What follows belongs to an exercise in optimizing a design on an open flow for small area and a short achievable clock period; a production flow would make more cautious choices.
The RTL was checked by simulation tests, not by an equivalence proof against the original design.
Power is estimated from default activity; no workload was simulated.

[flow/config.mk]
export PLATFORM = sky130hd
export DESIGN_NAME = reversible_deque
export DESIGN_NICKNAME = reversible_deque
export VERILOG_FILES = /design/flow/design.v
export SDC_FILE = /design/flow/constraint.sdc
export NUM_CORES = 4
export LEC_CHECK = 0
export CAP_MARGIN = 20
export CORE_MARGIN = 2
export CORE_UTILIZATION = 60
export CTS_BUF_LIST = sky130_fd_sc_hd__clkbuf_4 sky130_fd_sc_hd__clkbuf_8
export CTS_CLUSTER_SIZE = 30
export SETUP_SLACK_MARGIN = 3.4
export SLEW_MARGIN = 20
[flow/constraint.sdc]
create_clock -name core_clock -period 6.0 [get_ports {clk}]
set_input_delay 1.2000 -clock core_clock [delete_from_list [all_inputs] [get_ports {clk}]]
set_output_delay 1.2000 -clock core_clock [all_outputs]
set_load 0.01 [all_outputs]
[flow/design.v]
package rdq_pkg;
  localparam int unsigned DEPTH  = 256;
  localparam int unsigned AW     = 8;
  localparam int unsigned FW     = 9;
  localparam int unsigned KIND_W = 2;
  localparam int unsigned CHAR_W = 8;
  localparam int unsigned POS_W  = 10;
  localparam int unsigned STAT_W = 2;
  localparam int unsigned LEN_W  = 11;
endpackage
module rdq_store (
  input  logic            clk,
  input  logic [15:0]     wf_hi,
  input  logic [15:0]     wf_lo,
  input  logic [15:0]     wb_hi,
  input  logic [15:0]     wb_lo,
  input  logic [7:0]      wdata,
  input  logic [3:0][3:0] rsel,
  input  logic            rd_en,
  output logic [7:0]      rdata
);
  logic [7:0] mem [rdq_pkg::DEPTH];
  for (genvar i = 0; i < rdq_pkg::DEPTH; i++) begin : g_row
    logic we;
    assign we = (wf_hi[i / 16] & wf_lo[i % 16]) | (wb_hi[i / 16] & wb_lo[i % 16]);
    always_ff @(posedge clk) begin
      if (we) mem[i] <= wdata;
    end
  end
  logic [63:0][7:0] lv1;
  logic [15:0][7:0] lv2;
  logic [3:0][7:0]  lv3;
  logic [3:0]       top_sel;
  assign top_sel = rsel[3] & {4{rd_en}};
  always_comb begin
    for (int q = 0; q < 64; q++) begin
      lv1[q] = '0;
      for (int k = 0; k < 4; k++) lv1[q] = lv1[q] | (mem[4 * q + k] & {8{rsel[0][k]}});
    end
    for (int q = 0; q < 16; q++) begin
      lv2[q] = '0;
      for (int k = 0; k < 4; k++) lv2[q] = lv2[q] | (lv1[4 * q + k] & {8{rsel[1][k]}});
    end
    for (int q = 0; q < 4; q++) begin
      lv3[q] = '0;
      for (int k = 0; k < 4; k++) lv3[q] = lv3[q] | (lv2[4 * q + k] & {8{rsel[2][k]}});
    end
    rdata = '0;
    for (int k = 0; k < 4; k++) rdata = rdata | (lv3[k] & {8{top_sel[k]}});
  end
endmodule
module rdq_ctrl (
  input  logic                         clk,
  input  logic                         rst,
  input  logic                         start,
  input  logic [1:0]                   kind,
  input  logic [9:0]                   position,
  output logic [15:0]                  wf_hi,     
  output logic [15:0]                  wf_lo,     
  output logic [15:0]                  wb_hi,     
  output logic [15:0]                  wb_lo,     
  output logic [3:0][3:0]              rsel,      
  output logic                         rd_ok,
  output logic [1:0]                   status_now,
  output logic [8:0]                   fill_now
);
  logic [7:0] head;    
  logic [7:0] back;    
  logic [8:0] fill;
  logic       rev;
  logic       full;
  logic [7:0] head_dec;
  logic       is_push, is_read, phys_back, push_ok;
  assign full     = fill[8];
  assign head_dec = head - 8'd1;
  assign is_push  = kind[0] ^ kind[1];
  assign is_read  = kind[0] & kind[1];
  assign phys_back = kind[1] ^ rev;
  assign push_ok  = is_push & ~full;
  logic k1, k2;
  assign k1 = start & kind[0] & ~kind[1];
  assign k2 = start & kind[1] & ~kind[0];
  always_comb begin
    for (int h = 0; h < 16; h++) begin
      wf_hi[h] = (k1 & ~full & ~rev & (head_dec[7:4] == 4'(h))) |
                 (k2 & ~full &  rev & (head_dec[7:4] == 4'(h)));
      wb_hi[h] = (k1 & ~full &  rev & (back[7:4] == 4'(h))) |
                 (k2 & ~full & ~rev & (back[7:4] == 4'(h)));
      wf_lo[h] = (head_dec[3:0] == 4'(h));
      wb_lo[h] = (back[3:0] == 4'(h));
    end
  end
  logic [7:0]       rbase, roff;
  logic [3:0][3:0]  bd_oh, pd_oh, dsum;
  logic [3:0]       dgen, dprop;
  logic [4:0]       dcar;
  assign rbase = rev ? back : head;
  assign roff  = position[7:0] ^ {8{rev}};
  always_comb begin
    for (int i = 0; i < 4; i++) begin
      for (int k = 0; k < 4; k++) begin
        bd_oh[i][k] = (rbase[2*i +: 2] == 2'(k));
        pd_oh[i][k] = (roff[2*i +: 2] == 2'(k));
      end
      for (int k = 0; k < 4; k++) begin
        dsum[i][k] = 1'b0;
        for (int m = 0; m < 4; m++) begin
          dsum[i][k] = dsum[i][k] | (pd_oh[i][m] & bd_oh[i][(k - m) & 3]);
        end
      end
      dgen[i]  = (roff[2*i+1] & rbase[2*i+1]) |
                 ((roff[2*i+1] | rbase[2*i+1]) & roff[2*i] & rbase[2*i]);
      dprop[i] = dsum[i][3];
    end
    dcar[0] = 1'b0;
    dcar[1] = dgen[0];
    dcar[2] = dgen[1] | (dprop[1] & dgen[0]);
    dcar[3] = dgen[2] | (dprop[2] & dgen[1]) | (dprop[2] & dprop[1] & dgen[0]);
    dcar[4] = 1'b0;
    for (int i = 0; i < 4; i++) begin
      for (int k = 0; k < 4; k++) begin
        rsel[i][k] = dcar[i] ? dsum[i][(k - 1) & 3] : dsum[i][k];
      end
    end
  end
  logic [3:0] dlt, deq;
  logic       pos_lt;
  always_comb begin
    for (int i = 0; i < 4; i++) begin
      dlt[i] = (position[2*i +: 2] < fill[2*i +: 2]);
      deq[i] = (position[2*i +: 2] == fill[2*i +: 2]);
    end
    pos_lt = dlt[3] | (deq[3] & dlt[2]) | (deq[3] & deq[2] & dlt[1]) |
             (deq[3] & deq[2] & deq[1] & dlt[0]);
  end
  assign rd_ok = is_read & ~position[9] & ~position[8] & (full | pos_lt);
  always_comb begin
    status_now = 2'd0;
    if (is_push & full) status_now = 2'd1;
    if (is_read & ~rd_ok) status_now = 2'd2;
  end
  assign fill_now = push_ok ? fill + 9'd1 : fill;
  always_ff @(posedge clk) begin
    if (rst) begin
      head <= '0;
      back <= '0;
      fill <= '0;
      rev  <= 1'b0;
    end else if (start) begin
      fill <= fill_now;
      if (kind == 2'd0) rev <= ~rev;
      if (push_ok) begin
        if (phys_back) back <= back + 8'd1;
        else           head <= head_dec;
      end
    end
  end
endmodule
module reversible_deque (
  input  logic                         clk,
  input  logic                         rst,
  input  logic                         start,
  output logic                         busy,
  input  logic [rdq_pkg::KIND_W-1:0]   kind,
  input  logic [rdq_pkg::CHAR_W-1:0]   char_in,
  input  logic [rdq_pkg::POS_W-1:0]    position,
  output logic                         done,
  output logic [rdq_pkg::CHAR_W-1:0]   data_out,
  output logic [rdq_pkg::STAT_W-1:0]   status,
  output logic [rdq_pkg::LEN_W-1:0]    length
);
  logic [15:0] wf_hi, wf_lo, wb_hi, wb_lo;
  logic [3:0][3:0] rsel;
  logic        rd_ok;
  logic [1:0]  status_now;
  logic [8:0]  fill_now;
  logic [7:0]  rdata;
  logic [7:0]  data_q;
  logic [1:0]  status_q;
  logic [8:0]  length_q;
  assign busy = 1'b0;
  rdq_ctrl u_ctrl (
    .clk        (clk),
    .rst        (rst),
    .start      (start),
    .kind       (kind),
    .position   (position),
    .wf_hi      (wf_hi),
    .wf_lo      (wf_lo),
    .wb_hi      (wb_hi),
    .wb_lo      (wb_lo),
    .rsel       (rsel),
    .rd_ok      (rd_ok),
    .status_now (status_now),
    .fill_now   (fill_now)
  );
  rdq_store u_store (
    .clk   (clk),
    .wf_hi (wf_hi),
    .wf_lo (wf_lo),
    .wb_hi (wb_hi),
    .wb_lo (wb_lo),
    .wdata (char_in),
    .rsel  (rsel),
    .rd_en (rd_ok),
    .rdata (rdata)
  );
  always_ff @(posedge clk) begin
    if (rst) done <= 1'b0;
    else     done <= start;
  end
  always_ff @(posedge clk) begin
    data_q   <= rdata;
    status_q <= status_now;
    length_q <= fill_now;
  end
  assign data_out = data_q;
  assign status   = status_q;
  assign length   = {2'b00, length_q};
endmodule
[flow/run.sh]
#!/bin/bash
# synth_recipe.tcl (not shown) runs the flow's synth.tcl, then flattens the netlist and writes it again
# the make line also repeats each setting of config.mk as NAME=value (left out here)
make -C /OpenROAD-flow-scripts/flow DESIGN_CONFIG=/design/flow/config.mk WORK_HOME=/design/flow/orfs CLKGATE_MAP_FILE= SYNTH_SCRIPT=/design/flow/synth_recipe.tcl finish
==> results_dict.tcl, run 1 <==
set metrics [dict create \
    track_usage 0.3681 \
    numClockSinks 2094 \
    syn_inst 4635 \
    holdPathStages 1 \
    drv_cap 0 \
    num_vias 52530 \
    cts_tree "done" \
    drc_errors 0 \
    yosysWarningCount 4 \
    avgViaCountPerCell 7.244 \
    pwr-share-clk 0.341 \
    worst-setup-path-type "flip-flop to flip-flop" \
    ios 46 \
    yosysSeqAreaShare 0.7636 \
    io_buffers 42 \
    grt_max_degree 151 \
    grt_pass1_wl_um 365600 \
    place_congestion 0.9034 \
    row_count 135 \
    finalClockSkew_ps 64.49 \
    r2r-end "data_q[7]" \
    power.share.switching 0.2802 \
    power.share.combinational 0.195 \
    clock_path_buffers 4 \
    max_slew.worst_pin.slew_ps 1129 \
    timing.rr.start "u_ctrl.rev" \
    layout_commonest_cell "edfxtp_1" \
    ys.flop_type "edfxtp_1" \
    maxSlewHeadroom 0.2471 \
    die_w_um 373.1 \
    die_area_um2 139200 \
    cts_root_buf "clkbuf_8" \
    die_h_um 373.1 \
    ir_drop_mv 0.3094 \
    layout_common_cells "edfxtp_1, a222oi_1, mux2_2" \
    drt_iter0_drc 9855 \
    drive_gt1_frac 0.4002 \
    hold_path_class "input pin to flip-flop" \
    syn_area_um2 81750 \
    finalCriticalPeriod_ps 3877 \
    hp-start "char_in[4]" \
    p_leak_nw 32.10 \
    cp_max_fo 34 \
    ys_ff_latch 2094 \
    report.final.slew_viol_count 0 \
    place_hpwl_um 135800 \
    critical_path.startpoint "u_ctrl.rev" \
    yosys-top-cells-area "edfxtp_1, mux2_2, a222oi_1" \
    h-tree-depth 5 \
    antenna_left 0 \
    endpoint_kind "flip-flop" \
    netSwitchingPower_w 0.009723 \
    status "finished clean" \
    worst-path-buf-inv 5 \
    wl_per_cell_um 36.39 \
    path_cells "buf_12, inv_16, mux2i_4, xnor2_4, buf_12, mux2_8, buf_16, buf_12, a222oi_1, o22ai_1, nor2_2, o22a_4, a32o_2, o2111ai_2" \
    area_growth_pct 27.54 \
    seqPwrFrac 0.464 \
    overflow 0 \
    rr_worst_depth 14 \
    rsz0062_at_grt "true" \
    syn_area_per_cell_um2 17.64 \
    synth_edf_count 2048 \
    hold_viol 0 \
    synth_async_sr_flop_share 0 \
    initial_utilization 0.6042 \
    arrival_ps 4710 \
    slowest_stage "a222oi_1" \
    fin_setup_tns_ps 0 \
    synth_top_area_share 0.7523 \
    clk_pin_slew_worst_paths_ps 60 \
    core_um2 135300 \
    timing.fmax_ghz 0.2580 \
    wl_um 263800 \
    antenna_found_initial 6 \
    critPathMaxStageDelay_ps 580 \
    grt_pass1_vias 50560 \
    power_density_nw_per_um2 332.8 \
    clock_latency_ps 1030 \
    synthDistinctLibCells 65 \
    cp_top_family "compound AO/OA/AOI/OAI gates" \
    firstDrtPassIters 11 \
    nNetsFinal 5268 \
    holdPathEnd "u_store.mem[3][4]" \
    crit_path_frequent_cell "buf_12" \
    r2r_slack_ps 2120 \
    p_int_w 0.02498 \
    post-route-period-util 0.6461 \
    start_kind "flip-flop" \
    required_ps 6840 \
    synth_top_area_cell "edfxtp_1" \
    setup_viol 0 \
    cts_inserted_buffers 345 \
    power_w 0.03470 \
]
## sequential cells by signal, indices dropped and copies added, names as in the netlist
register,flops
data_q,8
done,1
length_q,9
status_q,2
u_ctrl.back,8
u_ctrl.fill,9
u_ctrl.head,8
u_ctrl.rev,1
u_store.mem,2048
## power by group through the flow
| stage | logic, W | clock network (W) | registers [W] |
|---|---|---|---|
| after floorplan | 0.00306 | 0 | 0.0164 |
| after global placement | 0.00512 | 0 | 0.0164 |
| after detailed placement | 0.00514 | 0 | 0.0164 |
| after CTS | 0.00625 | 0.0119 | 0.0161 |
| after global routing | 0.00689 | 0.0126 | 0.0161 |
| final | 0.00677 | 0.0118 | 0.0161 |
## through the flow
step,hold WS [ps],util,std cells,setup slack (ps),area [um2]
2_1_floorplan,455.5,-,4637,2495,86370
3_3_place_gp,495.1,0.6545,6223,376.2,88560
3_5_place_dp,523.7,0.6546,6223,376.2,88560
4_1_cts,500.7,0.7491,7113,2322,101400
5_1_grt,531.9,0.7706,7249,2134,104300
6_report,559.0,0.7706,7251,2123,104300
## cell usage after synthesis, types with 22 or more instances
library cell	count
edfxtp_1	2048
nand2_1	89
nand3_1	22
buf_1	42
dfxtp_1	46
xnor2_1	23
o22ai_1	528
buf_2	53
o21ai_0	27
a21oi_1	29
a222oi_1	512
mux2_2	513
o21a_1	24
nor2_1	141
clkbuf_1	282
## cell families (layout without fill, tap and decap cells)
kind of cell | after synthesis | after routing | synth area share
AND/OR/NAND/NOR | 330 | 345 | 0.01771
XOR/XNOR | 40 | 40 | 0.004377
adder cells (fa/ha/maj) | 19 | 19 | 0.002908
multiplexers | 523 | 533 | 0.07210
AO/OA/AOI/OAI | 1220 | 1220 | 0.1192
buffers and inverters | 408 | 1211 | 0.02010
flip-flops | 2094 | 2094 | 0.7636
other | 1 | 8 | 0.00004587
## area by class of cell
type                            count  area [um2]
Tap cell                         1781        2228
Antenna cell                        5       12.51
Inverter                           22       106.4
Multi-Input combinational cell   2160       23550
Timing Repair Buffer              603        9537
Fill cell                        7478       31040
Sequential cell                  2094       62480
Clock buffer                      470        5737
Clock inverter                    116       613.1
## routing by layer
layer | share of wire | global-route usage
met4 | 0.052 | 0.1878
met2 | 0.46 | 0.5543
met3 | 0.12 | 0.09562
met5 | 0.000038 | 0
met1 | 0.37 | 0.5009
## worst max-delay path by stage
stage               slack (ps)         to  cells past startpoint
detailed placement         380  data_q[7]                     11
global placement           380  data_q[7]                     11
floorplan                 2500  data_q[2]                     13
finish                    2120  data_q[7]                     14
global route              2130  data_q[7]                     14
CTS                       2320  data_q[4]                     14
## worst reg2reg max path: cells and delay by family (launching register included)
family | cells | cell delay [ps]
AOI/OAI and AO/OA | 5 | 1520
buffers and inverters | 5 | 750
muxes | 2 | 700
DFF | 1 | 350
and+or+nand+nor | 1 | 260
xor gates and xnor gates | 1 | 170
## repair_timing
item,in CTS,in global routing
setup endpoints to repair,2078,2077
gates cloned,38,14
pin swaps,285,257
resized for setup,420,167
setup buffers,266,119
hold buffers,0,0
==> run 2, diff against run 1 <==
--- a/flow/design.v
+++ b/flow/design.v
@@ -68,6 +68,7 @@
   logic [7:0] back;    
   logic [8:0] fill;
   logic       rev;
+  logic [7:0] rbase;   
   logic       full;
   logic [7:0] head_dec;
   logic       is_push, is_read, phys_back, push_ok;
@@ -90,33 +91,30 @@
       wb_lo[h] = (back[3:0] == 4'(h));
     end
   end
-  logic [7:0]       rbase, roff;
-  logic [3:0][3:0]  bd_oh, pd_oh, dsum;
+  logic [3:0][3:0]  pd_oh, dsum, dgt;
+  logic [3:0][3:0][3:0] dtab;
   logic [3:0]       dgen, dprop;
-  logic [4:0]       dcar;
-  assign rbase = rev ? back : head;
-  assign roff  = position[7:0] ^ {8{rev}};
+  logic [3:0]       dcar;
   always_comb begin
     for (int i = 0; i < 4; i++) begin
-      for (int k = 0; k < 4; k++) begin
-        bd_oh[i][k] = (rbase[2*i +: 2] == 2'(k));
-        pd_oh[i][k] = (roff[2*i +: 2] == 2'(k));
+      for (int m = 0; m < 4; m++) begin
+        pd_oh[i][m] = (position[2*i +: 2] == 2'(m));
+        for (int k = 0; k < 4; k++) begin
+          dtab[i][k][m] = rev ? (rbase[2*i +: 2] == 2'((k + m + 1) & 3))
+                              : (rbase[2*i +: 2] == 2'((k - m) & 3));
+        end
+        dgt[i][m] = rev ? (rbase[2*i +: 2] > 2'(m)) : (rbase[2*i +: 2] > 2'(3 - m));
       end
       for (int k = 0; k < 4; k++) begin
-        dsum[i][k] = 1'b0;
-        for (int m = 0; m < 4; m++) begin
-          dsum[i][k] = dsum[i][k] | (pd_oh[i][m] & bd_oh[i][(k - m) & 3]);
-        end
+        dsum[i][k] = |(pd_oh[i] & dtab[i][k]);
       end
-      dgen[i]  = (roff[2*i+1] & rbase[2*i+1]) |
-                 ((roff[2*i+1] | rbase[2*i+1]) & roff[2*i] & rbase[2*i]);
+      dgen[i]  = |(pd_oh[i] & dgt[i]);
       dprop[i] = dsum[i][3];
     end
     dcar[0] = 1'b0;
     dcar[1] = dgen[0];
     dcar[2] = dgen[1] | (dprop[1] & dgen[0]);
     dcar[3] = dgen[2] | (dprop[2] & dgen[1]) | (dprop[2] & dprop[1] & dgen[0]);
-    dcar[4] = 1'b0;
     for (int i = 0; i < 4; i++) begin
       for (int k = 0; k < 4; k++) begin
         rsel[i][k] = dcar[i] ? dsum[i][(k - 1) & 3] : dsum[i][k];
@@ -140,19 +138,31 @@
     if (is_read & ~rd_ok) status_now = 2'd2;
   end
   assign fill_now = push_ok ? fill + 9'd1 : fill;
+  logic [7:0] head_nx, back_nx;
+  logic       rev_nx;
+  always_comb begin
+    head_nx = head;
+    back_nx = back;
+    rev_nx  = rev;
+    if (kind == 2'd0) rev_nx = ~rev;
+    if (push_ok) begin
+      if (phys_back) back_nx = back + 8'd1;
+      else           head_nx = head_dec;
+    end
+  end
   always_ff @(posedge clk) begin
     if (rst) begin
-      head <= '0;
-      back <= '0;
-      fill <= '0;
-      rev  <= 1'b0;
+      head  <= '0;
+      back  <= '0;
+      fill  <= '0;
+      rev   <= 1'b0;
+      rbase <= '0;
     end else if (start) begin
-      fill <= fill_now;
-      if (kind == 2'd0) rev <= ~rev;
-      if (push_ok) begin
-        if (phys_back) back <= back + 8'd1;
-        else           head <= head_dec;
-      end
+      fill  <= fill_now;
+      head  <= head_nx;
+      back  <= back_nx;
+      rev   <= rev_nx;
+      rbase <= rev_nx ? back_nx : head_nx;
     end
   end
 endmodule
--- a/flow/config.mk
+++ b/flow/config.mk
@@ -10,5 +10,6 @@
 export CORE_UTILIZATION = 60
 export CTS_BUF_LIST = sky130_fd_sc_hd__clkbuf_4 sky130_fd_sc_hd__clkbuf_8
 export CTS_CLUSTER_SIZE = 30
-export SETUP_SLACK_MARGIN = 3.4
+export SETUP_SLACK_MARGIN = 3.0
 export SLEW_MARGIN = 20
+export TNS_END_PERCENT = 5
==> results_dict.tcl, run 2 <==
set metrics [dict create \
    track_usage 0.3659 \
    place_hpwl_um 140200 \
    core_um2 132000 \
    drive_gt1_frac 0.2786 \
    finalCriticalPeriod_ps 3549 \
    instances_no_fill 7294 \
    drc_errors 0 \
    overflow 0 \
    die_h_um 369.2 \
    status "finished clean" \
    yosysWarningCount 4 \
    start_kind "flip-flop" \
    drt_iter0_drc 7321 \
    synth_edf_count 2048 \
    finalClockSkew_ps 70.75 \
    netSwitchingPower_w 0.008963 \
    syn_inst 4644 \
    pwr-share-clk 0.347 \
    cts_tree "done" \
    cts_inserted_buffers 342 \
    hold_path_class "flip-flop to flip-flop" \
    yosys-top-cells-area "edfxtp_1, a221oi_1, a22o_1" \
    arrival_ps 4440 \
    power.share.switching 0.2696 \
    syn_area_um2 80020 \
    wl_per_cell_um 35.39 \
    maxSlewHeadroom 0.1958 \
    io_buffers 42 \
    ys.flop_type "edfxtp_1" \
    ir_drop_mv 0.3327 \
    drv_cap 0 \
    die_w_um 369.2 \
    avgViaCountPerCell 7.171 \
    grt_max_degree 151 \
    place_area_um2 85730 \
    p_leak_nw 31.25 \
    nNetsFinal 5341 \
    report.final.slew_viol_count 0 \
    area_growth_pct 21.19 \
    seqPwrFrac 0.487 \
    p_int_w 0.02428 \
    grt_pass1_wl_um 354100 \
    die_area_um2 136300 \
    yosysSeqAreaShare 0.7821 \
    clock_path_buffers 4 \
    largest_register_ffs 2048 \
    endpoint_kind "flip-flop" \
    initial_utilization 0.6063 \
    required_ps 6890 \
    antenna_found_initial 10 \
    max_slew.worst_pin.slew_ps 1206 \
    fin_setup_tns_ps 0 \
    ios 46 \
    row_count 133 \
    rsz0062_at_grt "true" \
    power.share.combinational 0.167 \
    clock_latency_ps 1040 \
    layout_common_cells "edfxtp_1, a22o_1, buf_4" \
    antenna_left 0 \
    regMostFlops "u_store.mem" \
    synthDistinctLibCells 63 \
    yosysMostFrequentCell "edfxtp_1" \
    yosys-top-cells-count "edfxtp_1, o22ai_1, a221oi_1, a22o_1, clkbuf_1" \
    grt_pass1_vias 49470 \
    synth_async_sr_flop_share 0 \
    synth_top_area_cell "edfxtp_1" \
    stdcell_area_um2 96970 \
    num_vias 52310 \
    clk_pin_slew_worst_paths_ps 60 \
    numClockSinks 2102 \
    setup_viol 0 \
    synth_top_area_share 0.7686 \
    place_congestion 0.8926 \
    h-tree-depth 5 \
    cts_root_buf "clkbuf_8" \
    fill_cells 7991 \
    post-route-period-util 0.5916 \
    timing.fmax_ghz 0.2817 \
    firstDrtPassIters 6 \
    layout_commonest_cell "edfxtp_1" \
    cp_max_fo 58 \
    dp.cells 6546 \
    hold_viol 0 \
    worst-setup-path-type "flip-flop to flip-flop" \
    power_density_nw_per_um2 342.8 \
    wl_um 258100 \
    ys_ff_latch 2102 \
    reg.largest.list "u_store.mem: 2048 flops, length_q: 9 flops, u_ctrl.fill: 9 flops" \
    syn_area_per_cell_um2 17.23 \
]
run 2: cell types whose count changed after synthesis, moves of 29 or more:
cell	before	now
nor2_1	141	64
buf_2	53	20
a221oi_1	2	512
mux2_2	513	0
a41oi_1	3	32
clkbuf_1	282	315
a222oi_1	512	7
a22o_1	1	512
o21ai_0	27	129
run 2: timing repair:
item | in CTS | in global routing
gates resized for setup | 402 | 269
gates cloned | 14 | 15
buffers inserted | 88 | 45
hold buffers | 0 | 0
pin swaps | 76 | 80
endpoints found under the setup margin | 2076 | 2083
run 2: through the flow:
step | total power, W | util | setup WS (ps) | hold WS (ps)
after floorplan | 0.01874 | - | 2191 | 455.6
after global placement | 0.02064 | 0.6494 | 228.6 | 495.3
after detailed placement | 0.02066 | 0.6496 | 219.0 | 494.9
after CTS | 0.03270 | 0.7185 | 2516 | 505.9
after global routing | 0.03407 | 0.7348 | 2437 | 522.9
final | 0.03325 | 0.7349 | 2451 | 504.0
run 2: cell type report:
type / instances / area (um2) / share of cell area
inverters: 19 / 78.83 / 0.0008129
diodes: 11 / 27.53 / 0.0002839
well taps: 1755 / 2196 / 0.02264
clock buffers: 464 / 5667 / 0.05843
repair buffers: 697 / 7332 / 0.07561
clock inverters: 109 / 483.0 / 0.004980
flip-flops and latches: 2102 / 62600 / 0.6455
multi-input cells: 2137 / 18590 / 0.1917
run 2: power groups by stage:
| stage | Sequential (W) | Combinational [W] | Clock, W |
|---|---|---|---|
| floorplan | 0.0165 | 0.00227 | 0 |
| global placement | 0.0165 | 0.00416 | 0 |
| detailed placement | 0.0165 | 0.00418 | 0 |
| CTS | 0.0162 | 0.00491 | 0.0116 |
| global route | 0.0162 | 0.00566 | 0.0122 |
| finish | 0.0162 | 0.00554 | 0.0115 |
run 2: critical path: stages, from the launching register on:
cell	delay [ps]
dfxtp_4	400
buf_12	140
xnor2_4	150
nand3_1	140
o21ai_4	160
buf_12	190
buf_12	170
buf_12	250
a221oi_1	380
o22ai_1	190
o21ai_1	370
a41oi_2	270
or4_1	510
run 2: cells by family after synthesis:
group,after synthesis,synth area share
AND/OR/NAND/NOR,265,0.01553
buffers and inverters,409,0.01983
other,1,0.00004687
AO/OA/AOI/OAI,1777,0.1709
multiplexers,7,0.001501
flip-flops,2102,0.7821
XOR/XNOR,63,0.006990
adder cells (fa/ha/maj),20,0.003112
run 2: per-layer routing:
layer | routed length, um | global-route usage | part of all wire
met2 | 116400 | 0.5397 | 0.45
met4 | 13010 | 0.1719 | 0.050
met3 | 32830 | 0.09945 | 0.13
met5 | 141 | 0.005698 | 0.00055
met1 | 95790 | 0.5117 | 0.37
run 2: path summary, 6_finish.rpt:
kind / start / end / slack [ps] / depth (start not counted)
hold / removal: u_ctrl.fill[7] / length_q[7] / 500 / 1
setup / recovery: u_ctrl.rbase[0] / data_q[1] / 2450 / 12
hold reg to reg: u_ctrl.fill[7] / length_q[7] / 500 / 1
setup reg to reg: u_ctrl.rbase[0] / data_q[1] / 2450 / 12
==> run 3, diff against run 2 <==
==> flow/flow/run.sh (new file) <==
#!/bin/bash
export BUFFER_PORTS_ARGS="-buffer_cell sky130_fd_sc_hd__buf_4"
bash standard.sh > standard.log 2>&1
==> flow/standard.sh (new file) <==
#!/bin/bash
# synth_recipe.tcl (not shown) runs the flow's synth.tcl, then flattens the netlist and writes it again
# the make line also repeats each setting of config.mk as NAME=value (left out here)
make -C /OpenROAD-flow-scripts/flow DESIGN_CONFIG=/design/flow/config.mk WORK_HOME=/design/flow/orfs CLKGATE_MAP_FILE= SYNTH_SCRIPT=/design/flow/synth_recipe.tcl "${@:-finish}"
removed: flow/run.sh
==> results_dict.tcl, run 3 <==
set metrics [dict create \
    h-tree-depth 5 \
    required_ps 6860 \
    place_hpwl_um 137800 \
    ir_drop_mv 0.2965 \
    synth_top_area_cell "edfxtp_1" \
    drive_gt1_frac 0.2687 \
    initial_utilization 0.6063 \
    hold_viol 0 \
    overflow 0 \
    num_vias 51450 \
    drv_cap 0 \
    r2r_slack_ps 2420 \
    ys_ff_latch 2102 \
    place_congestion 0.8855 \
    drt_iter0_drc 7870 \
    rsz0062_at_grt "true" \
    die_h_um 369.2 \
    io_buffers 42 \
    core_um2 132000 \
    dp.cells 6502 \
    clock_latency_ps 1040 \
    avgViaCountPerCell 7.132 \
    die_area_um2 136300 \
    report.final.slew_viol_count 0 \
    holdPathStages 1 \
    fin_setup_tns_ps 0 \
    clock_path_buffers 4 \
    yosysWarningCount 4 \
    endpoint_kind "flip-flop" \
    cp_max_fo 92 \
    worst-setup-path-type "flip-flop to flip-flop" \
    pre_cts_slack_ps 512.7 \
    synth_edf_count 2048 \
    timing.fmax_ghz 0.2792 \
    p_int_w 0.02425 \
    cts_tree "done" \
    yosysSeqAreaShare 0.7821 \
    row_count 133 \
    power_density_nw_per_um2 345.8 \
    die_w_um 369.2 \
    syn_inst 4644 \
    netSwitchingPower_w 0.008824 \
    post-route-period-util 0.5969 \
    largest_register_ffs 2048 \
    grt_max_degree 157 \
    wl_per_cell_um 34.74 \
    instances_no_fill 7214 \
    yosysMostFrequentCell "edfxtp_1" \
    max_slew.worst_pin.slew_ps 1253 \
    numClockSinks 2102 \
    syn_area_per_cell_um2 17.23 \
    grt_pass1_vias 48950 \
    setup_viol 0 \
    finalCriticalPeriod_ps 3581 \
    synthDistinctLibCells 63 \
    yosys-top-cells-count "edfxtp_1, o22ai_1, a221oi_1, a22o_1, clkbuf_1" \
    maxSlewHeadroom 0.1624 \
    grt_pass1_wl_um 351800 \
    antenna_found_initial 11 \
    syn_area_um2 80020 \
    antenna_left 0 \
    r2r-end "data_q[3]" \
    timing.rr.start "u_ctrl.rbase[1]" \
    power_w 0.03308 \
    layout_setup_ws_ps 2419 \
    hold_path_class "flip-flop to flip-flop" \
    regMostFlops "u_store.mem" \
    ios 46 \
    cts_root_buf "clkbuf_8" \
    drc_errors 0 \
    seqPwrFrac 0.489 \
    cts_inserted_buffers 344 \
    ys.flop_type "edfxtp_1" \
    holdPathEnd "length_q[7]" \
    yosys-top-cells-area "edfxtp_1, a221oi_1, a22o_1" \
    track_usage 0.3616 \
    pwr-share-clk 0.356 \
    hp-start "u_ctrl.fill[7]" \
    finalClockSkew_ps 65.51 \
    synth_async_sr_flop_share 0 \
    postLayoutCoreUtil 0.7249 \
    area_growth_pct 19.56 \
    clk_pin_slew_worst_paths_ps 60 \
    power.share.switching 0.2668 \
    rr_worst_depth 13 \
    status "finished clean" \
    start_kind "flip-flop" \
    arrival_ps 4440 \
    layout_common_cells "edfxtp_1, a22o_1, buf_4" \
    firstDrtPassIters 6 \
    layout_commonest_cell "edfxtp_1" \
    p_leak_nw 30.66 \
    nNetsFinal 5247 \
    synth_top_area_share 0.7686 \
    power.share.combinational 0.155 \
    reg.largest.list "u_store.mem: 2048 flops, length_q: 9 flops, u_ctrl.fill: 9 flops" \
    wl_um 250600 \
]
-- run 3: cell counts after synthesis --
No cell type changed its count.
-- run 3: final cells by class --
cell class | count | area, um2
diodes | 3 | 7.507
fillers | 8341 | 36300
well taps | 1755 | 2196
flip-flops and latches | 2102 | 62600
multi-input cells | 2137 | 18440
inverters | 19 | 78.83
clock buffers | 470 | 5749
clock inverters | 127 | 614.3
repair buffers | 601 | 5977
-- run 3: worst max path at each step --
stage	startpoint	endpoint	slack, ps	depth (start not counted)
floorplan	position[0]	data_q[1]	2190	11
global placement	position[0]	data_q[5]	540	11
detailed placement	position[0]	data_q[5]	510	11
CTS	u_ctrl.rev	data_q[0]	2500	12
global route	u_ctrl.rbase[1]	data_q[3]	2420	13
finish	u_ctrl.rbase[1]	data_q[3]	2420	13
-- run 3: cell families (layout without fill, tap and decap cells) --
logic type	Yosys count	after routing	share of synthesized area
flops	2102	2102	0.7821
compound gates	1777	1777	0.1709
buf+inv	409	1217	0.01983
simple gates	265	266	0.01553
xor+xnor	63	63	0.006990
fa+ha+maj	20	20	0.003112
mux	7	8	0.001501
other cells	1	6	0.00004687
-- run 3: critical path, cell delays in order (launching register included) --
cell	delay, ps
dfxtp_4	380
buf_4	150
xor2_2	200
nand2b_1	140
o21ai_4	90
buf_4	210
buf_12	220
a22o_1	300
a221oi_1	370
o22ai_1	260
o21ai_2	240
a41oi_1	140
buf_4	170
or4_1	400
-- run 3: power groups by stage --
stage	Sequential, W	Clock, W	Combinational [W]
after floorplan	0.0165	0	0.00227
after global placement	0.0165	0	0.00409
after detailed placement	0.0165	0	0.00411
after CTS	0.0162	0.0119	0.00479
after global routing	0.0162	0.0125	0.00527
final	0.0162	0.0118	0.00512
-- run 3: repair_timing --
| action | 4_1_cts | 5_1_grt |
|---|---|---|
| pin swaps | 61 | 49 |
| hold buffers | 0 | 0 |
| endpoints found under the setup margin | 2056 | 1931 |
| gates resized for setup | 426 | 159 |
| buffers inserted | 71 | 24 |
| cloned | 11 | 6 |
-- run 3: layer usage --
metal	wire length, um	global-route usage
met5	110	0
met4	11650	0.1630
met3	30190	0.1022
met2	113200	0.5354
met1	95470	0.5046
-- run 3: per-stage QoR --
step	hold slack (ps)	area, um2
finish	502.7	95670
global route	528.5	95660
CTS	499.8	94560
detailed placement	491.1	85270
global placement	493.0	85270
floorplan	455.6	80250
==> run 4, diff against run 3 <==
==> flow/run.sh (new file) <==
#!/bin/bash
# synth_recipe.tcl (not shown) runs the flow's synth.tcl, then flattens the netlist and writes it again
# the make line also repeats each setting of config.mk as NAME=value (left out here)
make -C /OpenROAD-flow-scripts/flow DESIGN_CONFIG=/design/flow/config.mk WORK_HOME=/design/flow/orfs CLKGATE_MAP_FILE= SYNTH_SCRIPT=/design/flow/synth_recipe.tcl finish
--- a/flow/config.mk
+++ b/flow/config.mk
@@ -8,7 +8,8 @@
 export CAP_MARGIN = 20
 export CORE_MARGIN = 2
 export CORE_UTILIZATION = 60
-export CTS_BUF_LIST = sky130_fd_sc_hd__clkbuf_4 sky130_fd_sc_hd__clkbuf_8
+export CTS_BUF_LIST = sky130_fd_sc_hd__clkbuf_8 sky130_fd_sc_hd__clkbuf_16
+export CTS_CLUSTER_DIAMETER = 80
 export CTS_CLUSTER_SIZE = 30
 export SETUP_SLACK_MARGIN = 3.0
 export SLEW_MARGIN = 20
removed: flow/flow/run.sh
removed: flow/standard.sh
==> results_dict.tcl, run 4 <==
set metrics [dict create \
    overflow 0 \
    regMostFlops "u_store.mem" \
    finalCriticalPeriod_ps 3712 \
    layout_setup_ws_ps 2288 \
    timing.fmax_ghz 0.2694 \
    cts_root_buf "clkbuf_16" \
    h-tree-depth 3 \
    finalClockSkew_ps 40.50 \
    area_growth_pct 16.45 \
    wl_per_cell_um 35.96 \
    clock_latency_ps 770 \
    nNetsFinal 5067 \
    yosysWarningCount 4 \
    die_w_um 369.2 \
    syn_area_per_cell_um2 17.23 \
    yosys-top-cells-area "edfxtp_1, a221oi_1, a22o_1" \
    firstDrtPassIters 6 \
    reg.largest.list "u_store.mem: 2048 flops, length_q: 9 flops, u_ctrl.fill: 9 flops" \
    endpoint_kind "flip-flop" \
    wl_um 246200 \
    report.final.slew_viol_count 0 \
    initial_utilization 0.6063 \
    hold_buffers 0 \
    cp_max_fo 40 \
    fill_cells 8320 \
    ys_ff_latch 2102 \
    ir_drop_mv 0.2698 \
    avgViaCountPerCell 7.303 \
    grt_use_met1 0.5014 \
    synth_edf_count 2048 \
    drive_gt1_frac 0.2167 \
    grtUsageMet3 0.08973 \
    core_um2 132000 \
    drc_errors 0 \
    required_ps 6630 \
    grt_pass1_vias 47020 \
    post-route-period-util 0.6187 \
    fin_setup_tns_ps 0 \
    synth_top_area_share 0.7686 \
    rsz0062_at_grt "true" \
    r2r_slack_ps 2340 \
    start_kind "input pin" \
    cts_inserted_buffers 95 \
    setup_viol 0 \
    antenna_found_initial 10 \
    arrival_ps 4340 \
    drt_iter0_drc 7590 \
    layout_common_cells "edfxtp_1, a22o_1, buf_4" \
    die_h_um 369.2 \
    worst-setup-path-type "input pin to flip-flop" \
    synth_top_area_cell "edfxtp_1" \
    place_hpwl_um 140200 \
    clk_pin_slew_worst_paths_ps 110 \
    yosysMostFrequentCell "edfxtp_1" \
    drv_cap 0 \
    power_density_nw_per_um2 317.3 \
    pre_cts_slack_ps 219.0 \
    syn_inst 4644 \
    ys.flop_type "edfxtp_1" \
    grt_pass1_wl_um 344000 \
    hold_path_class "flip-flop to flip-flop" \
    grt_max_degree 151 \
    track_usage 0.3546 \
    hold_viol 0 \
    die_area_um2 136300 \
    ios 46 \
    maxSlewHeadroom 0.2229 \
    synthDistinctLibCells 63 \
    largest_register_ffs 2048 \
    layout_commonest_cell "edfxtp_1" \
    antenna_left 0 \
    use_met2 0.5309 \
    row_count 133 \
    cts_tree "done" \
    io_buffers 42 \
    max_slew.worst_pin.slew_ps 1166 \
    yosysSeqAreaShare 0.7821 \
    synth_async_sr_flop_share 0 \
    yosys-top-cells-count "edfxtp_1, o22ai_1, a221oi_1, a22o_1, clkbuf_1" \
    busiest_layer "met2" \
    clock_path_buffers 3 \
    status "finished clean" \
    place_congestion 0.8926 \
    syn_area_um2 80020 \
    num_vias 50010 \
    p_leak_nw 29.17 \
    numClockSinks 2102 \
]
run 4: cell families after synthesis:
group | synth area share
AOI/OAI and AO/OA | 0.1709
xor gates and xnor gates | 0.006990
adders and majority gates | 0.003112
buffers and inverters | 0.01983
DFF | 0.7821
muxes | 0.001501
other | 0.00004687
and+or+nand+nor | 0.01553
run 4: cell type report:
cell class / count / area [um2] / share of cell area
Tap cell: 1755 / 2196 / 0.02357
Sequential cell: 2102 / 62600 / 0.6718
Multi-Input combinational cell: 2137 / 18220 / 0.1956
Clock inverter: 63 / 754.5 / 0.008097
Timing Repair Buffer: 670 / 6822 / 0.07321
Antenna cell: 1 / 2.502 / 0.00002686
Inverter: 19 / 78.83 / 0.0008460
Clock buffer: 100 / 2502 / 0.02686
run 4: worst paths after layout:
| kind | to | depth (start not counted) | startpoint |
|---|---|---|---|
| setup / recovery | data_q[0] | 13 | position[1] |
| hold / removal | length_q[7] | 1 | u_ctrl.fill[7] |
| setup reg to reg | data_q[1] | 12 | u_ctrl.rev |
| hold reg to reg | length_q[7] | 1 | u_ctrl.fill[7] |
run 4: worst max-delay path, cell delays in order:
cell and delay (ps):
buf_4 170, and2_4 190, o32a_1 350, o21a_2 170, mux2i_4 220, o21ai_4 170
buf_12 150, buf_16 210, o22ai_1 190, o21ai_2 320, a41oi_2 190, buf_6 180
or4_1 520
run 4: what timing repair did:
item                                     CTS  global route
cloned                                    11             6
pin swaps                                 79            53
setup buffers                             90            30
endpoints found under the setup margin  2076          2079
resized for setup                        401           185
run 4: routing by layer:
metal | part of all wire | routed length (um)
met2 | 0.45 | 111300
met1 | 0.38 | 94180
met3 | 0.12 | 29570
met5 | 0.00023 | 57
met4 | 0.045 | 11110
run 4: metrics by stage:
stage	hold slack, ps	std cells	utilization	power, W	area, um2
after CTS	512.3	6810	0.6961	0.02925	91850
after detailed placement	494.9	6546	0.6496	0.02066	85730
after floorplan	455.6	4646	-	0.01874	80250
final	511.0	6847	0.7061	0.02957	93180
after global routing	529.4	6846	0.7061	0.03026	93180
after global placement	495.3	6545	0.6494	0.02064	85700
run 4: power breakdown:
group	switching (W)	leakage, nW	internal [W]	total, W
Sequential	0.0000404	18.8	0.0161	0.0162
Combinational	0.00334	8.70	0.00189	0.00522
Clock	0.00478	1.62	0.00341	0.00818
==> run 5, diff against run 4 <==
--- a/flow/design.v
+++ b/flow/design.v
@@ -30,8 +30,12 @@
   logic [63:0][7:0] lv1;
   logic [15:0][7:0] lv2;
   logic [3:0][7:0]  lv3;
-  logic [3:0]       top_sel;
-  assign top_sel = rsel[3] & {4{rd_en}};
+  logic [3:0][7:0]  lv3_q;
+  logic [3:0]       top_q;
+  always_ff @(posedge clk) begin
+    lv3_q <= lv3;
+    top_q <= rsel[3] & {4{rd_en}};
+  end
   always_comb begin
     for (int q = 0; q < 64; q++) begin
       lv1[q] = '0;
@@ -46,7 +50,7 @@
       for (int k = 0; k < 4; k++) lv3[q] = lv3[q] | (lv2[4 * q + k] & {8{rsel[2][k]}});
     end
     rdata = '0;
-    for (int k = 0; k < 4; k++) rdata = rdata | (lv3[k] & {8{top_sel[k]}});
+    for (int k = 0; k < 4; k++) rdata = rdata | (lv3_q[k] & {8{top_q[k]}});
   end
 endmodule
 module rdq_ctrl (
@@ -185,7 +189,6 @@
   logic [1:0]  status_now;
   logic [8:0]  fill_now;
   logic [7:0]  rdata;
-  logic [7:0]  data_q;
   logic [1:0]  status_q;
   logic [8:0]  length_q;
   assign busy = 1'b0;
@@ -220,11 +223,10 @@
     else     done <= start;
   end
   always_ff @(posedge clk) begin
-    data_q   <= rdata;
     status_q <= status_now;
     length_q <= fill_now;
   end
-  assign data_out = data_q;
+  assign data_out = rdata;
   assign status   = status_q;
   assign length   = {2'b00, length_q};
 endmodule
==> flow/flow/run.sh (new file) <==
#!/bin/bash
export BUFFER_PORTS_ARGS="-buffer_cell sky130_fd_sc_hd__buf_4"
bash standard.sh > standard.log 2>&1
==> flow/standard.sh (new file) <==
#!/bin/bash
# synth_recipe.tcl (not shown) runs the flow's synth.tcl, then flattens the netlist and writes it again
# the make line also repeats each setting of config.mk as NAME=value (left out here)
make -C /OpenROAD-flow-scripts/flow DESIGN_CONFIG=/design/flow/config.mk WORK_HOME=/design/flow/orfs CLKGATE_MAP_FILE= SYNTH_SCRIPT=/design/flow/synth_recipe.tcl "${@:-finish}"
--- a/flow/config.mk
+++ b/flow/config.mk
@@ -8,8 +8,7 @@
 export CAP_MARGIN = 20
 export CORE_MARGIN = 2
 export CORE_UTILIZATION = 60
-export CTS_BUF_LIST = sky130_fd_sc_hd__clkbuf_8 sky130_fd_sc_hd__clkbuf_16
-export CTS_CLUSTER_DIAMETER = 80
+export CTS_BUF_LIST = sky130_fd_sc_hd__clkbuf_4 sky130_fd_sc_hd__clkbuf_8
 export CTS_CLUSTER_SIZE = 30
 export SETUP_SLACK_MARGIN = 3.0
 export SLEW_MARGIN = 20
removed: flow/run.sh
==> results_dict.tcl, run 5 <==
set metrics [dict create \
    status "finished clean" \
    rr_worst_depth 10 \
    syn_inst 5021 \
    max_slew.worst_pin.slew_ps 1159 \
    track_usage 0.3623 \
    drv_cap 0 \
    slowest_stage "dfxtp_4" \
    required_ps 4800 \
    avgViaCountPerCell 7.139 \
    regMostFlops "u_store.mem" \
    holdPathStages 1 \
    area_growth_pct 21.99 \
    arrival_ps 2230 \
    fill_cells 8246 \
    post-route-period-util 0.5710 \
    maxSlewHeadroom 0.2243 \
    wl_per_cell_um 35.91 \
    yosysSeqAreaShare 0.7766 \
    worst-path-buf-inv 1 \
    p_leak_nw 30.61 \
    nNetsFinal 5460 \
    die_h_um 372.1 \
    holdPathEnd "length_q[7]" \
    ir_drop_mv 0.2575 \
    holdWs_ps 503.3 \
    hold_viol 0 \
    drc_errors 0 \
    worst-setup-path-type "flip-flop to output pin" \
    grt_pass1_wl_um 354700 \
    grt_max_degree 145 \
    syn_area_um2 81310 \
    wl_um 267800 \
    hold_path_class "flip-flop to flip-flop" \
    overflow 0 \
    synth_top_area_share 0.7564 \
    synthDistinctLibCells 67 \
    num_vias 53240 \
    endpoint_kind "output pin" \
    die_w_um 372.1 \
    rsz0062_at_grt "true" \
    power_density_nw_per_um2 349.8 \
    clock_path_buffers 4 \
    power.share.combinational 0.165 \
    clock_latency_ps 1030 \
    ios 46 \
    clk_pin_slew_worst_paths_ps 60 \
    core_um2 135000 \
    initial_utilization 0.6024 \
    yosysMostFrequentCell "edfxtp_1" \
    numClockSinks 2130 \
    path_cells "a22oi_2, nand2_2, buf_4" \
    cts_inserted_buffers 349 \
    fin_setup_tns_ps 0 \
    yosys-top-cells-count "edfxtp_1, a22oi_1, a21oi_1" \
    layout_commonest_cell "edfxtp_1" \
    finalCriticalPeriod_ps 3426 \
    row_count 135 \
    antenna_left 0 \
    pwr-share-clk 0.355 \
    ys.flop_type "edfxtp_1" \
    cts_tree "done" \
    h-tree-depth 5 \
    place_congestion 0.8816 \
    finalClockSkew_ps 38.08 \
    multi_input_area_um2 21610 \
    ys_ff_latch 2130 \
    largest_register_ffs 2048 \
    cp_max_fo 8 \
    die_area_um2 138500 \
    r2r-end "u_store.mem[156][1]" \
    timing.rr.start "u_ctrl.rev" \
    grt_pass1_vias 49170 \
    p_int_w 0.02512 \
    layout_common_cells "edfxtp_1, a22oi_1, a21oi_1" \
    cts_root_buf "clkbuf_8" \
    yosys-top-cells-area "edfxtp_1, a22oi_1, a21oi_1" \
    r2r_slack_ps 2730 \
    yosysWarningCount 4 \
    report.final.slew_viol_count 0 \
    cp_top_family "flip-flops" \
    power_w 0.03469 \
    firstDrtPassIters 9 \
    seqPwrFrac 0.481 \
    start_kind "flip-flop" \
    hp-start "u_ctrl.fill[7]" \
    critPathMaxStageDelay_ps 420 \
    place_hpwl_um 142500 \
    drt_iter0_drc 8811 \
    reg.largest.list "u_store.mem: 2048 flops, u_store.lv3_q: 32 flops" \
    setup_viol 0 \
    synth_async_sr_flop_share 0 \
    power.share.switching 0.2760 \
    syn_area_per_cell_um2 16.19 \
    io_buffers 42 \
    synth_top_area_cell "edfxtp_1" \
    seq_area_um2 63170 \
    netSwitchingPower_w 0.009574 \
    drive_gt1_frac 0.2682 \
    antenna_found_initial 6 \
    synth_edf_count 2048 \
    timing.fmax_ghz 0.2919 \
]
==> run 5: cell count changes after synthesis, sizes merged, moves of 12 or more <==
cell,change
dfxtp,+28
nor2,+12
a22oi,+1040
nand2,+23
o21ai,-136
nand4,+35
a221oi,-508
a21oi,+524
a22o,-512
o22ai,-254
a41oi,-32
o41ai,+129
==> run 5: layer usage <==
layer | vias to the layer above | share of wire | track usage
met1 | 26950 | 0.37 | 0.5157
met2 | 3921 | 0.46 | 0.5390
met4 | 2 | 0.044 | 0.1397
met3 | 596 | 0.13 | 0.09764
li1 | 21770 | - | -
met5 | - | 0.00035 | 0
==> run 5: how the worst max path moves through the flow <==
| stage | to | cells after the start | slack (ps) | startpoint |
|---|---|---|---|---|
| finish | data_out[0] | 3 | 2570 | u_store.top_q[2] |
| global route | data_out[6] | 3 | 2590 | u_store.top_q[2] |
| floorplan | u_store.top_q[2] | 13 | 2800 | position[2] |
| CTS | data_out[3] | 3 | 2570 | u_store.top_q[2] |
| global placement | u_store.lv3_q[0] | 11 | 970 | position[1] |
| detailed placement | u_store.mem[202][2] | 7 | 890 | start |
==> run 5: cells by family after synthesis <==
logic type | count (synthesis) | synth area share
and+or+nand+nor | 339 | 0.01964
buffers and inverters | 424 | 0.02244
xor gates and xnor gates | 64 | 0.006894
muxes | 12 | 0.001477
AOI/OAI and AO/OA | 2032 | 0.1700
DFF | 2130 | 0.7766
other | 1 | 0.00004612
adders and majority gates | 19 | 0.002924
==> run 5: stage by stage <==
| step | setup slack (ps) | cells | util | area (um2) |
|---|---|---|---|---|
| after floorplan | 2796 | 5023 | - | 83850 |
| after global routing | 2590 | 7450 | 0.7348 | 99170 |
| after CTS | 2566 | 7304 | 0.7059 | 95270 |
| after detailed placement | 887.0 | 6654 | 0.6423 | 86690 |
| final | 2574 | 7457 | 0.7350 | 99190 |
| after global placement | 965.1 | 6653 | 0.6418 | 86610 |
==> run 5: timing repair <==
action                      CTS  global route
setup endpoints to repair  2092          2056
cloned                        4            27
gates resized for setup     197           350
setup buffers                46           117
pin swaps                    35           109
hold endpoints to repair      0             0
hold buffers                  0             0
==> run 5: final cells by class <==
class	count	area share
antenna	9	0.0002271
clock buffer	504	0.06180
clock inverter	96	0.005512
inverter	21	0.0009965
multi-input combinational	2476	0.2179
sequential	2130	0.6368
tap	1781	0.02247
timing repair buffer	440	0.05429
==> run 5: power by group through the flow <==
stage / registers, W / clock network (W) / logic [W]
after detailed placement: 0.0169 / 0 / 0.00402
final: 0.0167 / 0.0123 / 0.00571
after floorplan: 0.0168 / 0 / 0.00231
after CTS: 0.0167 / 0.0124 / 0.00447
after global routing: 0.0167 / 0.0130 / 0.00588
after global placement: 0.0170 / 0 / 0.00398
==> run 6, diff against run 5 <==
--- a/flow/config.mk
+++ b/flow/config.mk
@@ -8,7 +8,8 @@
 export CAP_MARGIN = 20
 export CORE_MARGIN = 2
 export CORE_UTILIZATION = 60
-export CTS_BUF_LIST = sky130_fd_sc_hd__clkbuf_4 sky130_fd_sc_hd__clkbuf_8
+export CTS_BUF_LIST = sky130_fd_sc_hd__clkbuf_8 sky130_fd_sc_hd__clkbuf_16
+export CTS_CLUSTER_DIAMETER = 70
 export CTS_CLUSTER_SIZE = 30
 export SETUP_SLACK_MARGIN = 3.0
 export SLEW_MARGIN = 20
==> results_dict.tcl, run 6 <==
set metrics [dict create \
    status "finished clean" \
    die_w_um 372.1 \
    die_h_um 372.1 \
    wl_per_cell_um 37.13 \
    report.final.slew_viol_count 0 \
    postLayoutCoreUtil 0.7144 \
    post-route-period-util 0.5353 \
    reg.largest.list "u_store.mem: 2048 flops, u_store.lv3_q: 32 flops" \
    hold_buffers 0 \
    grt_max_degree 145 \
    synth_edf_count 2048 \
    numClockSinks 2130 \
    rsz0062_at_grt "true" \
    place_hpwl_um 142500 \
    required_ps 6620 \
    synth_top_area_cell "edfxtp_1" \
    pre_cts_slack_ps 887.0 \
    nNetsFinal 5201 \
    grt_pass1_wl_um 352700 \
    wl_um 261700 \
    power_density_nw_per_um2 333.4 \
    largest_register_ffs 2048 \
    timing.fmax_ghz 0.3113 \
    clock_path_buffers 3 \
    arrival_ps 3840 \
    cts_inserted_buffers 121 \
    fin_setup_tns_ps 0 \
    initial_utilization 0.6024 \
    syn_area_um2 81310 \
    avgViaCountPerCell 7.321 \
    synth_top_area_share 0.7564 \
    layout_setup_ws_ps 2788 \
    p_leak_nw 29.06 \
    worst-setup-path-type "input pin to flip-flop" \
    syn_inst 5021 \
    maxSlewHeadroom 0.2894 \
    yosysMostFrequentCell "edfxtp_1" \
    cp_max_fo 9 \
    drv_cap 0 \
    drive_gt1_frac 0.2170 \
    ios 46 \
    h-tree-depth 3 \
    synth_async_sr_flop_share 0 \
    syn_area_per_cell_um2 16.19 \
    regMostFlops "u_store.mem" \
    yosysWarningCount 4 \
    clk_pin_slew_worst_paths_ps 100 \
    max_slew.worst_pin.slew_ps 1066 \
    synthDistinctLibCells 67 \
    core_um2 135000 \
    ys_ff_latch 2130 \
    holdWs_ps 501.2 \
    overflow 0 \
    place_congestion 0.8816 \
    antenna_found_initial 7 \
    drt_iter0_drc 8333 \
    track_usage 0.3603 \
    io_buffers 42 \
    finalCriticalPeriod_ps 3212 \
    antenna_left 0 \
    ys.flop_type "edfxtp_1" \
    start_kind "input pin" \
    row_count 135 \
    setup_viol 0 \
    die_area_um2 138500 \
    yosys-top-cells-area "edfxtp_1, a22oi_1, a21oi_1" \
    yosysSeqAreaShare 0.7766 \
    clock_latency_ps 800 \
    cts_root_buf "clkbuf_16" \
    ir_drop_mv 0.2932 \
    hold_path_class "flip-flop to flip-flop" \
    layout_common_cells "edfxtp_1, a22oi_1, a21oi_1" \
    cts_tree "done" \
    layout_commonest_cell "edfxtp_1" \
    firstDrtPassIters 10 \
    finalClockSkew_ps 32.81 \
    num_vias 51590 \
    hold_viol 0 \
    drc_errors 0 \
    grt_pass1_vias 47380 \
    yosys-top-cells-count "edfxtp_1, a22oi_1, a21oi_1" \
    endpoint_kind "flip-flop" \
    area_growth_pct 18.58 \
]
run 6: cell count changes in the layout (fill, tap and decap cells not counted), sizes merged:
| cell | change |
|---|---|
| buf | -39 |
| nand2 | +1 |
| diode | -6 |
| clkbuf | -375 |
| bufbuf | +1 |
| inv | +68 |
| bufinv | -3 |
| clkinvlp | -5 |
| clkinv | -52 |
run 6: worst paths after layout:
kind,depth (start not counted),slack [ps],end,start
setup / recovery,13,2790,u_store.lv3_q[17],position[0]
hold / removal,1,500,length_q[7],u_ctrl.fill[7]
setup reg to reg,4,2830,u_store.mem[152][3],u_ctrl.back[3]
hold reg to reg,1,500,length_q[7],u_ctrl.fill[7]
run 6: logic make-up (layout without fill, tap and decap cells):
logic type	count (synthesis)	in the layout	synth area share
AOI/OAI and AO/OA	2032	2032	0.1700
xor gates and xnor gates	64	64	0.006894
adders and majority gates	19	19	0.002924
buffers and inverters	424	656	0.02244
DFF	2130	2130	0.7766
muxes	12	12	0.001477
other	1	6	0.00004612
and+or+nand+nor	339	347	0.01964
run 6: layer usage:
metal,routed length [um],global-route usage,share of wire
met5,53,0,0.00020
met3,33260,0.08394,0.13
met1,97770,0.5192,0.37
met4,10960,0.1145,0.042
met2,119600,0.5506,0.46
run 6: repair_timing:
| action | 4_1_cts | 5_1_grt |
|---|---|---|
| resized for setup | 265 | 217 |
| setup endpoints to repair | 2092 | 2070 |
| buffers inserted | 53 | 70 |
| gates cloned | 9 | 31 |
| pin swaps | 58 | 97 |
run 6: power breakdown:
| part | switching [W] | total (W) | internal, W |
|---|---|---|---|
| registers | 0.000239 | 0.0167 | 0.0164 |
| clock network | 0.00567 | 0.00998 | 0.00432 |
| logic | 0.00368 | 0.00551 | 0.00182 |
run 6: cell type report:
| cell class | count | area (um2) |
|---|---|---|
| diodes | 3 | 7.507 |
| fillers | 8462 | 38540 |
| well taps | 1781 | 2228 |
| clock buffers | 123 | 3078 |
| repair buffers | 408 | 4957 |
| multi-input cells | 2477 | 21390 |
| clock inverters | 104 | 1493 |
| flip-flops and latches | 2130 | 63160 |
| inverters | 21 | 101.3 |
run 6: worst max-delay path: stages:
cell and delay [ps]:
buf_6 130, nand2b_4 150, o21ai_4 270, xnor2_4 140, buf_4 170, a221oi_4 310, or2_4 210, buf_12 150
buf_12 140, buf_16 140, a21oi_1 60, o41ai_2 590, nand4_1 160
run 6: per-stage QoR:
stage / power [W] / cell area (um2) / cells
2_1_floorplan: 0.01910 / 83850 / 5023
3_3_place_gp: 0.02093 / 86610 / 6653
6_report: 0.03215 / 96420 / 7047
4_1_cts: 0.03129 / 93750 / 6943
5_1_grt: 0.03289 / 96410 / 7044
3_5_place_dp: 0.02097 / 86690 / 6654
==> run 7, diff against run 6 <==
--- a/flow/config.mk
+++ b/flow/config.mk
@@ -7,7 +7,7 @@
 export LEC_CHECK = 0
 export CAP_MARGIN = 20
 export CORE_MARGIN = 2
-export CORE_UTILIZATION = 60
+export CORE_UTILIZATION = 70
 export CTS_BUF_LIST = sky130_fd_sc_hd__clkbuf_8 sky130_fd_sc_hd__clkbuf_16
 export CTS_CLUSTER_DIAMETER = 70
 export CTS_CLUSTER_SIZE = 30
==> results_dict.tcl, run 7 <==
set metrics [dict create \
    synthDistinctLibCells 67 \
    drv_cap 0 \
    largest_register_ffs 2048 \
    synth_top_area_cell "edfxtp_1" \
    ios 46 \
    die_area_um2 118900 \
    nNetsFinal 5133 \
    clock_path_buffers 3 \
    netSwitchingPower_w 0.009031 \
    grt_max_degree 168 \
    p_int_w 0.02169 \
    drt_iter0_drc 10080 \
    antenna_found_initial 2 \
    yosysMostFrequentCell "edfxtp_1" \
    wl_um 257500 \
    track_usage 0.4144 \
    initial_utilization 0.7025 \
    layout_commonest_cell "edfxtp_1" \
    arrival_ps 3860 \
    cts_root_buf "clkbuf_16" \
    required_ps 6630 \
    regMostFlops "u_store.mem" \
    maxSlewHeadroom 0.2497 \
    r2r_slack_ps 2810 \
    layout_common_cells "edfxtp_1, a22oi_1, a21oi_1" \
    syn_inst 5021 \
    die_w_um 344.8 \
    power.share.combinational 0.168 \
    syn_area_per_cell_um2 16.19 \
    stdcell_area_um2 94580 \
    finalCriticalPeriod_ps 3231 \
    grt_pass1_wl_um 346600 \
    yosysSeqAreaShare 0.7766 \
    firstDrtPassIters 9 \
    die_h_um 344.8 \
    p_leak_nw 28.08 \
    row_count 125 \
    power_density_nw_per_um2 324.8 \
    wl_per_cell_um 38.40 \
    h-tree-depth 3 \
    place_hpwl_um 139400 \
    hold_path_class "flip-flop to flip-flop" \
    clk_pin_slew_worst_paths_ps 100 \
    r2r-end "u_store.lv3_q[4]" \
    postLayoutCoreUtil 0.8172 \
    overflow 0 \
    start_kind "input pin" \
    rsz0062_at_grt "true" \
    grt_pass1_vias 48070 \
    yosys-top-cells-area "edfxtp_1, a22oi_1, a21oi_1" \
    synth_async_sr_flop_share 0 \
    ys.flop_type "edfxtp_1" \
    cp_max_fo 12 \
    endpoint_kind "flip-flop" \
    timing.rr.start "u_ctrl.rbase[1]" \
    seqPwrFrac 0.544 \
    timing.fmax_ghz 0.3095 \
    status "finished clean" \
    core_um2 115700 \
    rr_worst_depth 12 \
    yosys-top-cells-count "edfxtp_1, a22oi_1, a21oi_1" \
    instances_no_fill 6706 \
    cts_inserted_buffers 106 \
    drc_errors 0 \
    holdWs_ps 511.5 \
    ys_ff_latch 2130 \
    numClockSinks 2130 \
    syn_area_um2 81310 \
    cts_tree "done" \
    avgViaCountPerCell 7.843 \
    place_area_um2 86120 \
    pwr-share-clk 0.287 \
    yosysWarningCount 4 \
    clock_latency_ps 770 \
    area_growth_pct 16.33 \
    power.share.switching 0.2940 \
    num_vias 52590 \
    place_congestion 0.9230 \
    finalClockSkew_ps 32.34 \
    ir_drop_mv 0.4527 \
    setup_viol 0 \
    critical_path.startpoint "position[1]" \
    cp-endpoint "u_store.lv3_q[15]" \
    worst-setup-path-type "input pin to flip-flop" \
    synth_edf_count 2048 \
    fin_setup_tns_ps 0 \
    hold_viol 0 \
    io_buffers 42 \
    antenna_left 0 \
    drive_gt1_frac 0.1988 \
    synth_top_area_share 0.7564 \
    post-route-period-util 0.5385 \
    dp.cells 6381 \
    max_slew.worst_pin.slew_ps 1125 \
    reg.largest.list "u_store.mem: 2048 flops, u_store.lv3_q: 32 flops" \
    report.final.slew_viol_count 0 \
]
==> run 7: changes by cell type in the layout (fill, tap and decap cells not counted), sizes merged <==
| cell | delta |
|---|---|
| o221ai | +1 |
| clkbuf | -26 |
| inv | -28 |
| clkinv | +5 |
| diode | +2 |
| a31oi | +1 |
| buf | -43 |
| or2 | -2 |
| clkinvlp | +6 |
==> run 7: logic make-up (layout without fill, tap and decap cells) <==
logic type | count (synthesis) | after routing | share of synthesized area
adders and majority gates | 19 | 19 | 0.002924
other | 1 | 8 | 0.00004612
buffers and inverters | 424 | 570 | 0.02244
muxes | 12 | 12 | 0.001477
and+or+nand+nor | 339 | 345 | 0.01964
xor gates and xnor gates | 64 | 64 | 0.006894
DFF | 2130 | 2130 | 0.7766
AOI/OAI and AO/OA | 2032 | 2034 | 0.1700
==> run 7: worst max-delay path: stages <==
cell,delay (ps)
buf_6,120
o211ai_1,180
buf_4,180
nand2_4,100
xnor2_4,180
mux2i_2,200
o21ai_1,160
a21oi_4,190
buf_12,220
buf_12,170
buf_12,150
a21oi_1,60
o41ai_2,580
nand4_1,130
==> run 7: worst min path at each step <==
stage / startpoint / endpoint / slack [ps] / cells after the start
after floorplan: u_ctrl.fill[7] / length_q[7] / 460 / 1
after global placement: u_ctrl.fill[7] / length_q[7] / 490 / 1
after global routing: u_ctrl.fill[7] / length_q[7] / 540 / 1
after CTS: u_ctrl.fill[7] / length_q[7] / 500 / 1
after detailed placement: u_ctrl.fill[7] / length_q[7] / 480 / 1
final: u_ctrl.fill[7] / length_q[7] / 510 / 1
==> run 7: metal layers <==
layer / wire (um) / vias up / share of wire / GRT usage
met5: 63 / - / 0.00024 / 0
met4: 17950 / 6 / 0.070 / 0.2310
met3: 38690 / 841 / 0.15 / 0.1104
met2: 114500 / 4593 / 0.44 / 0.6082
met1: 86280 / 26140 / 0.34 / 0.5741
li1: - / 21020 / - / -
==> run 7: repair_timing <==
action / CTS / global route
hold buffers: 0 / 0
endpoints found under the setup margin: 2092 / 2085
pin swaps: 51 / 95
resized for setup: 304 / 163
buffers inserted: 58 / 40
gates cloned: 10 / 18
==> run 7: stage by stage <==
step                power [W]  setup WS, ps
floorplan             0.01910          2796
global placement      0.02091         910.4
detailed placement    0.02095         830.3
CTS                   0.02996          2833
global route          0.03127          2706
finish                0.03072          2769
==> run 7: area by class of cell <==
cell class	instances	area, um2
flip-flops and latches	2130	63150
multi-input cells	2477	21510
fillers	5724	21150
repair buffers	355	4098
clock buffers	107	2678
well taps	1524	1907
clock inverters	87	1130
inverters	21	95.09
diodes	5	12.51
==> run 7: power groups by stage <==
stage / clock [W] / sequential (W) / combinational [W]
after global routing: 0.00930 / 0.0167 / 0.00527
after CTS: 0.00879 / 0.0167 / 0.00450
final: 0.00882 / 0.0167 / 0.00517
after floorplan: 0 / 0.0168 / 0.00231
after global placement: 0 / 0.0170 / 0.00389
after detailed placement: 0 / 0.0170 / 0.00394

==> port drivers added, routing unchanged <==
The results above use ideal ports. As a check the final layouts listed here were re-extracted and re-timed, cells and wires unchanged.
Step 1: set_driving_cell puts a clkbuf_16 on clk and a buf_2 on each other input, an assumption about the parent block.
Step 2, shift: input delay + t, output delay - t, t = (earliest + latest rising clock arrival at the registers) / 2. This alone moves slack from input paths to output paths.
Three values: ideal, step 1, step 2; two values: the first two.
run | t (ns) | setup slack, ns | slew at the worst register clock pin (ns)
run 1 | 1.077 | 2.123 / 2.123 / 1.156 | 0.07 / 0.07
run 2 | 1.074 | 2.451 / 2.451 / 1.441 | 0.07 / 0.07
run 3 | 1.081 | 2.419 / 2.419 / 1.414 | 0.07 / 0.07
run 4 | 0.832 | 2.288 / 2.328 / 1.497 | 0.12 / 0.12
run 5 | 1.083 | 2.574 / 2.502 / 1.774 | 0.07 / 0.07
run 6 | 0.859 | 2.788 / 2.708 / 1.980 | 0.11 / 0.11
run 7 | 0.839 | 2.769 / 2.711 / 1.977 | 0.11 / 0.11
After both steps setup and hold are still met in every run listed. For run 2, which loses most, drivers alone change the setup slack by 0.000 ns; drivers and shift together by -1.010 ns.
